From an optimization exercise on the open Yosys and OpenROAD flow, aimed at small area, a short achievable clock period and few clock cycles; shortcuts taken in it are not production practice. Function was checked by simulation only, so behaviour that the tests miss may differ from the original. Power and IR drop assume default switching activity.

==> xenon: inputs <==
==> flow/design.v <==
`default_nettype none
package mem_pkg;
    localparam int addr_width    = 10;
    localparam int data_width    = 32;
    localparam int mask_width    = data_width / 8;       
    localparam int port_id_width = 3;
    localparam int mem_id_width  = port_id_width + 1;    
    typedef enum logic {
        op_read  = 1'b0,
        op_write = 1'b1
    } mem_op_t;
    typedef struct packed {
        mem_op_t                  op;
        logic [mask_width-1:0]    mask;
        logic [addr_width-1:0]    addr;
        logic [data_width-1:0]    data;
        logic [port_id_width-1:0] id;
        logic                     last;
    } mem_req_t;
    typedef struct packed {
        mem_op_t                  op;
        logic [mask_width-1:0]    mask;
        logic [addr_width-1:0]    addr;
        logic [data_width-1:0]    data;
        logic [mem_id_width-1:0]  id;
        logic                     last;
    } mem_tagged_req_t;
    typedef struct packed {
        mem_op_t                  op;
        logic [data_width-1:0]    data;    
        logic [mem_id_width-1:0]  id;
    } mem_resp_t;
endpackage
`default_nettype wire
`default_nettype none
package merge_pkg;
    typedef enum logic {
        select_round_robin = 1'b0,
        select_priority    = 1'b1      
    } select_mode_t;
    typedef enum logic {
        arb_idle   = 1'b0,
        arb_locked = 1'b1              
    } arb_state_t;
endpackage
`default_nettype wire
`timescale 1ns/100ps
`default_nettype none
module mem_port_buffer (
    input  wire                    clk,
    input  wire                    rst_n,
    input  wire                    in_valid,
    input  wire mem_pkg::mem_req_t in_req,
    output logic                   in_ready,
    output logic                   out_valid,
    output mem_pkg::mem_req_t      out_req,
    input  wire                    out_ready
);
    logic     main_valid;
    mem_pkg::mem_req_t main_req;
    logic     spill_valid;
    mem_pkg::mem_req_t spill_req;
    logic     in_take;
    logic     main_free;
    assign in_take   = in_valid && in_ready;
    assign main_free = !main_valid || out_ready;     
    assign in_ready  = !spill_valid;
    assign out_valid = main_valid;
    assign out_req   = main_req;
    always_ff @(posedge clk) begin
        if (!rst_n) begin
            main_valid  <= 1'b0;
            spill_valid <= 1'b0;
        end else if (main_free) begin
            if (spill_valid) begin
                main_valid  <= 1'b1;
                spill_valid <= 1'b0;
            end else begin
                main_valid <= in_take;
            end
        end else if (in_take) begin
            spill_valid <= 1'b1;   
        end
    end
    always_ff @(posedge clk) begin
        if (main_free) begin
            main_req <= spill_valid ? spill_req : in_req;
        end
        if (!main_free && in_take) begin
            spill_req <= in_req;
        end
    end
endmodule
`default_nettype wire
`timescale 1ns/100ps
`default_nettype none
module mem_merge_arbiter #(
    parameter bit                      SELECT_MODE = 1'b0,   
    parameter bit                      USE_LAST    = 1'b1
) (
    input  wire                         clk,
    input  wire                         rst_n,
    input  wire                         in0_valid,
    input  wire mem_pkg::mem_req_t      in0_req,
    output logic                        in0_ready,
    input  wire                         in1_valid,
    input  wire mem_pkg::mem_req_t      in1_req,
    output logic                        in1_ready,
    output logic                        out_valid,
    output mem_pkg::mem_tagged_req_t    out_req,
    input  wire                         out_ready
);
        merge_pkg::arb_state_t state;
    logic       rr_ptr;        
    logic       lock_port;
    logic       prio_port;
    logic       grant0;
    logic       grant1;
    logic       win_port;
    mem_pkg::mem_req_t   win_req;
    logic       load_en;
    logic       take;
    assign prio_port = (SELECT_MODE == merge_pkg::select_priority) ? 1'b0 : rr_ptr;
    always_comb begin
        grant0 = 1'b0;
        grant1 = 1'b0;
        if (state == merge_pkg::arb_locked) begin
            grant0 = in0_valid && !lock_port;
            grant1 = in1_valid && lock_port;
        end else if (in0_valid && in1_valid) begin
            grant0 = !prio_port;
            grant1 = prio_port;
        end else begin
            grant0 = in0_valid;
            grant1 = in1_valid;
        end
    end
    assign win_port  = grant1;
    assign win_req   = grant1 ? in1_req : in0_req;
    assign load_en   = !out_valid || out_ready;    
    assign take      = load_en && (grant0 || grant1);
    assign in0_ready = load_en && grant0;
    assign in1_ready = load_en && grant1;
    always_ff @(posedge clk) begin
        if (!rst_n) begin
            out_valid <= 1'b0;
            state     <= merge_pkg::arb_idle;
            rr_ptr    <= 1'b0;
            lock_port <= 1'b0;
        end else if (take) begin
            out_valid <= 1'b1;
            rr_ptr    <= !win_port;    
            lock_port <= win_port;
            if (USE_LAST && !win_req.last) begin
                state <= merge_pkg::arb_locked;
            end else begin
                state <= merge_pkg::arb_idle;
            end
        end else if (out_ready) begin
            out_valid <= 1'b0;
        end
    end
    always_ff @(posedge clk) begin
        if (take) begin
            out_req.op   <= win_req.op;
            out_req.mask <= win_req.mask;
            out_req.addr <= win_req.addr;
            out_req.data <= win_req.data;
            out_req.id   <= {win_port, win_req.id};
            out_req.last <= win_req.last;
        end
    end
endmodule
`default_nettype wire
`timescale 1ns/100ps
`default_nettype none
module mem_merge #(
    parameter bit                      SELECT_MODE = 1'b0,   
    parameter bit                      USE_LAST    = 1'b1
) (
    input  wire                         clk,
    input  wire                         rst_n,
    input  wire                         req_valid0,
    input  wire mem_pkg::mem_req_t      req0,
    output logic                        req_ready0,
    input  wire                         req_valid1,
    input  wire mem_pkg::mem_req_t      req1,
    output logic                        req_ready1,
    output logic                        out_valid,
    output mem_pkg::mem_tagged_req_t    out_req,
    input  wire                         out_ready
);
    logic     buf0_valid;
    mem_pkg::mem_req_t buf0_req;
    logic     buf0_ready;
    logic     buf1_valid;
    mem_pkg::mem_req_t buf1_req;
    logic     buf1_ready;
    mem_port_buffer u_buf0 (
        .clk       (clk),
        .rst_n     (rst_n),
        .in_valid  (req_valid0),
        .in_req    (req0),
        .in_ready  (req_ready0),
        .out_valid (buf0_valid),
        .out_req   (buf0_req),
        .out_ready (buf0_ready)
    );
    mem_port_buffer u_buf1 (
        .clk       (clk),
        .rst_n     (rst_n),
        .in_valid  (req_valid1),
        .in_req    (req1),
        .in_ready  (req_ready1),
        .out_valid (buf1_valid),
        .out_req   (buf1_req),
        .out_ready (buf1_ready)
    );
    mem_merge_arbiter #(
        .SELECT_MODE (SELECT_MODE),
        .USE_LAST    (USE_LAST)
    ) u_arb (
        .clk       (clk),
        .rst_n     (rst_n),
        .in0_valid (buf0_valid),
        .in0_req   (buf0_req),
        .in0_ready (buf0_ready),
        .in1_valid (buf1_valid),
        .in1_req   (buf1_req),
        .in1_ready (buf1_ready),
        .out_valid (out_valid),
        .out_req   (out_req),
        .out_ready (out_ready)
    );
endmodule
`default_nettype wire
`timescale 1ns/100ps
`default_nettype none
module mem_ram #(
    parameter int DEPTH_LOG2 = 8
) (
    input  wire                         clk,
    input  wire                         rst_n,
    input  wire                         req_valid,
    input  wire mem_pkg::mem_tagged_req_t req,
    output logic                        req_ready,
    output logic                        resp_valid,
    output mem_pkg::mem_resp_t          resp,
    input  wire                         resp_ready
);
    localparam int depth = 2 ** DEPTH_LOG2;
    logic [mem_pkg::data_width-1:0] mem [depth];
    logic [DEPTH_LOG2-1:0] index;
    logic                  take;
    assign index     = req.addr[DEPTH_LOG2-1:0];   
    assign req_ready = !resp_valid || resp_ready;
    assign take      = req_valid && req_ready;
    always_ff @(posedge clk) begin
        if (take && req.op == mem_pkg::op_write) begin
            for (int b = 0; b < mem_pkg::mask_width; b++) begin
                if (req.mask[b]) begin
                    mem[index][8*b +: 8] <= req.data[8*b +: 8];
                end
            end
        end
    end
    always_ff @(posedge clk) begin
        if (!rst_n) begin
            resp_valid <= 1'b0;
        end else if (take) begin
            resp_valid <= 1'b1;
        end else if (resp_ready) begin
            resp_valid <= 1'b0;
        end
    end
    always_ff @(posedge clk) begin
        if (take) begin
            resp.op   <= req.op;
            resp.id   <= req.id;
            resp.data <= (req.op == mem_pkg::op_read) ? mem[index] : '0;
        end
    end
endmodule
`default_nettype wire
`timescale 1ns/100ps
`default_nettype none
module mem_resp_route (
    input  wire                     in_valid,
    input  wire mem_pkg::mem_resp_t in_resp,
    output logic                    in_ready,
    output logic                    resp_valid0,
    output mem_pkg::mem_resp_t      resp0,
    input  wire                     resp_ready0,
    output logic                    resp_valid1,
    output mem_pkg::mem_resp_t      resp1,
    input  wire                     resp_ready1
);
    logic port_sel;
    assign port_sel = in_resp.id[mem_pkg::mem_id_width-1];
    assign resp_valid0 = in_valid && !port_sel;
    assign resp_valid1 = in_valid && port_sel;
    assign resp0       = in_resp;
    assign resp1       = in_resp;
    assign in_ready = port_sel ? resp_ready1 : resp_ready0;   
endmodule
`default_nettype wire
`timescale 1ns/100ps
`default_nettype none
module mem_subsystem #(
    parameter bit                      SELECT_MODE = 1'b0,   
    parameter bit                      USE_LAST    = 1'b1,
    parameter int                      DEPTH_LOG2  = 8
) (
    input  wire                     clk,
    input  wire                     rst_n,
    input  wire                     req_valid0,
    input  wire [50:0]              req0,
    output logic                    req_ready0,
    output logic                    resp_valid0,
    output logic [36:0]             resp0,
    input  wire                     resp_ready0,
    input  wire                     req_valid1,
    input  wire [50:0]              req1,
    output logic                    req_ready1,
    output logic                    resp_valid1,
    output logic [36:0]             resp1,
    input  wire                     resp_ready1
);
    logic            merged_valid;
    mem_pkg::mem_tagged_req_t merged_req;
    logic            merged_ready;
    logic            ram_resp_valid;
    mem_pkg::mem_resp_t       ram_resp;
    logic            ram_resp_ready;
    mem_merge #(
        .SELECT_MODE (SELECT_MODE),
        .USE_LAST    (USE_LAST)
    ) u_mem_merge (
        .clk        (clk),
        .rst_n      (rst_n),
        .req_valid0 (req_valid0),
        .req0       (req0),
        .req_ready0 (req_ready0),
        .req_valid1 (req_valid1),
        .req1       (req1),
        .req_ready1 (req_ready1),
        .out_valid  (merged_valid),
        .out_req    (merged_req),
        .out_ready  (merged_ready)
    );
    mem_ram #(
        .DEPTH_LOG2 (DEPTH_LOG2)
    ) u_mem_ram (
        .clk        (clk),
        .rst_n      (rst_n),
        .req_valid  (merged_valid),
        .req        (merged_req),
        .req_ready  (merged_ready),
        .resp_valid (ram_resp_valid),
        .resp       (ram_resp),
        .resp_ready (ram_resp_ready)
    );
    mem_resp_route u_mem_resp_route (
        .in_valid    (ram_resp_valid),
        .in_resp     (ram_resp),
        .in_ready    (ram_resp_ready),
        .resp_valid0 (resp_valid0),
        .resp0       (resp0),
        .resp_ready0 (resp_ready0),
        .resp_valid1 (resp_valid1),
        .resp1       (resp1),
        .resp_ready1 (resp_ready1)
    );
endmodule
`default_nettype wire
==> flow/run.sh <==
#!/bin/bash
# synth_recipe.tcl (not shown) runs the flow's synth.tcl, then flattens the netlist and writes it again
# the make line also repeats each setting of config.mk as NAME=value (left out here)
make -C /OpenROAD-flow-scripts/flow DESIGN_CONFIG=/design/flow/config.mk WORK_HOME=/design/flow/orfs CLKGATE_MAP_FILE= SYNTH_SCRIPT=/design/flow/synth_recipe.tcl finish
==> flow/config.mk <==
export PLATFORM = sky130hd
export DESIGN_NAME = mem_subsystem
export DESIGN_NICKNAME = mem_subsystem
export VERILOG_FILES = /design/flow/design.v
export SDC_FILE = /design/flow/constraint.sdc
export NUM_CORES = 4
export LEC_CHECK = 0
export CAP_MARGIN = 20
export CORE_MARGIN = 2
export CORE_UTILIZATION = 50
export CTS_CLUSTER_DIAMETER = 60
export CTS_CLUSTER_SIZE = 24
export SETUP_SLACK_MARGIN = 2.3
export SLEW_MARGIN = 20
export SYNTH_MEMORY_MAX_BITS = 16384
export TNS_END_PERCENT = 100
==> flow/constraint.sdc <==
create_clock -name core_clock -period 6.0 [get_ports {clk}]
set_input_delay 1.2000 -clock core_clock [delete_from_list [all_inputs] [get_ports {clk}]]
set_output_delay 1.2000 -clock core_clock [all_outputs]
set_load 0.01 [all_outputs]
==> juniper: changes against xenon <==
- CORE_UTILIZATION: 50 -> 48
- SETUP_SLACK_MARGIN: 2.3 -> 2.5
==> comparison <==
Between xenon and juniper, the lower first-iteration DRC count is in xenon (gap 4.5%, measured against juniper). Global-route usage: juniper is lower than xenon (0.18 points). Of xenon and juniper, juniper has the higher cell count (gap 1.4%, measured against juniper). In sequential power, xenon and juniper hardly differ. xenon completed without violations. juniper ran to the end with no violations. In synthesized cell count, juniper and xenon do not differ. Synthesized area is the same in xenon and juniper.
==> figures <==
item	xenon	juniper
Post-DR wirelength/cell	35.5 um	36.8 um
Data arrival at the endpoint of the critical path	4710 ps	4840 ps
Buffer count excluding the clock tree in the final layout	950	1022
Reg-to-reg critical path startpoint	u_mem_merge.u_arb.out_req[37]	u_mem_merge.u_arb.out_req[42]
Comb pwr	0.0164 W	0.0179 W
Status	finished clean	finished clean
Top fanout value on the critical path	43	55
Register share of total power	53.6%	52.9%
M1 wire length	364 mm	370 mm
First-pass GRT wire length	1240 mm	1270 mm
Crit Reg-Reg Endpoint	u_mem_ram.resp[11]	u_mem_ram.resp[35]
Inserted tap cell count	8671	8997
Area of combinational cells with multiple inputs	0.0735 mm2	0.0779 mm2
Tmin final	3850 ps	3910 ps
Testbench counts of xenon, summed over its fixed seeds: cycles 12,824.
Testbench counts of juniper, summed over its fixed seeds: cycles 12,824.

static timing again, ports no longer ideal:
The results above use ideal ports. As a check the final layouts listed here were re-extracted and re-timed, cells and wires unchanged. Step 1, drivers: a clkbuf_16 drives clk and a buf_2 each remaining input, both assumed. Step 2 moves the port delays by t, midway between the first and last clock arrival at a register: inputs arrive t later, outputs are due t later. That takes back most of the time a late clock gives input paths. Slacks: no drivers / after step 1 / after step 2; pairs: no drivers / after step 1.
| run | t (ns) | slack for setup (ns) | clock arrival spread, ns | worst data-port slew with drivers (ns) | pins driven straight from the clock port |
|---|---|---|---|---|---|
| xenon | 1.244 | 2.146 / 2.146 / 1.181 | 0.065 / 0.066 | 0.10 | 1 |
| juniper | 1.253 | 2.087 / 2.087 / 1.255 | 0.105 / 0.104 | 0.09 | 1 |
After both steps setup and hold are still met in every run listed. For xenon, which loses most, drivers alone change the setup slack by 0.000 ns; drivers and shift together by -0.965 ns.
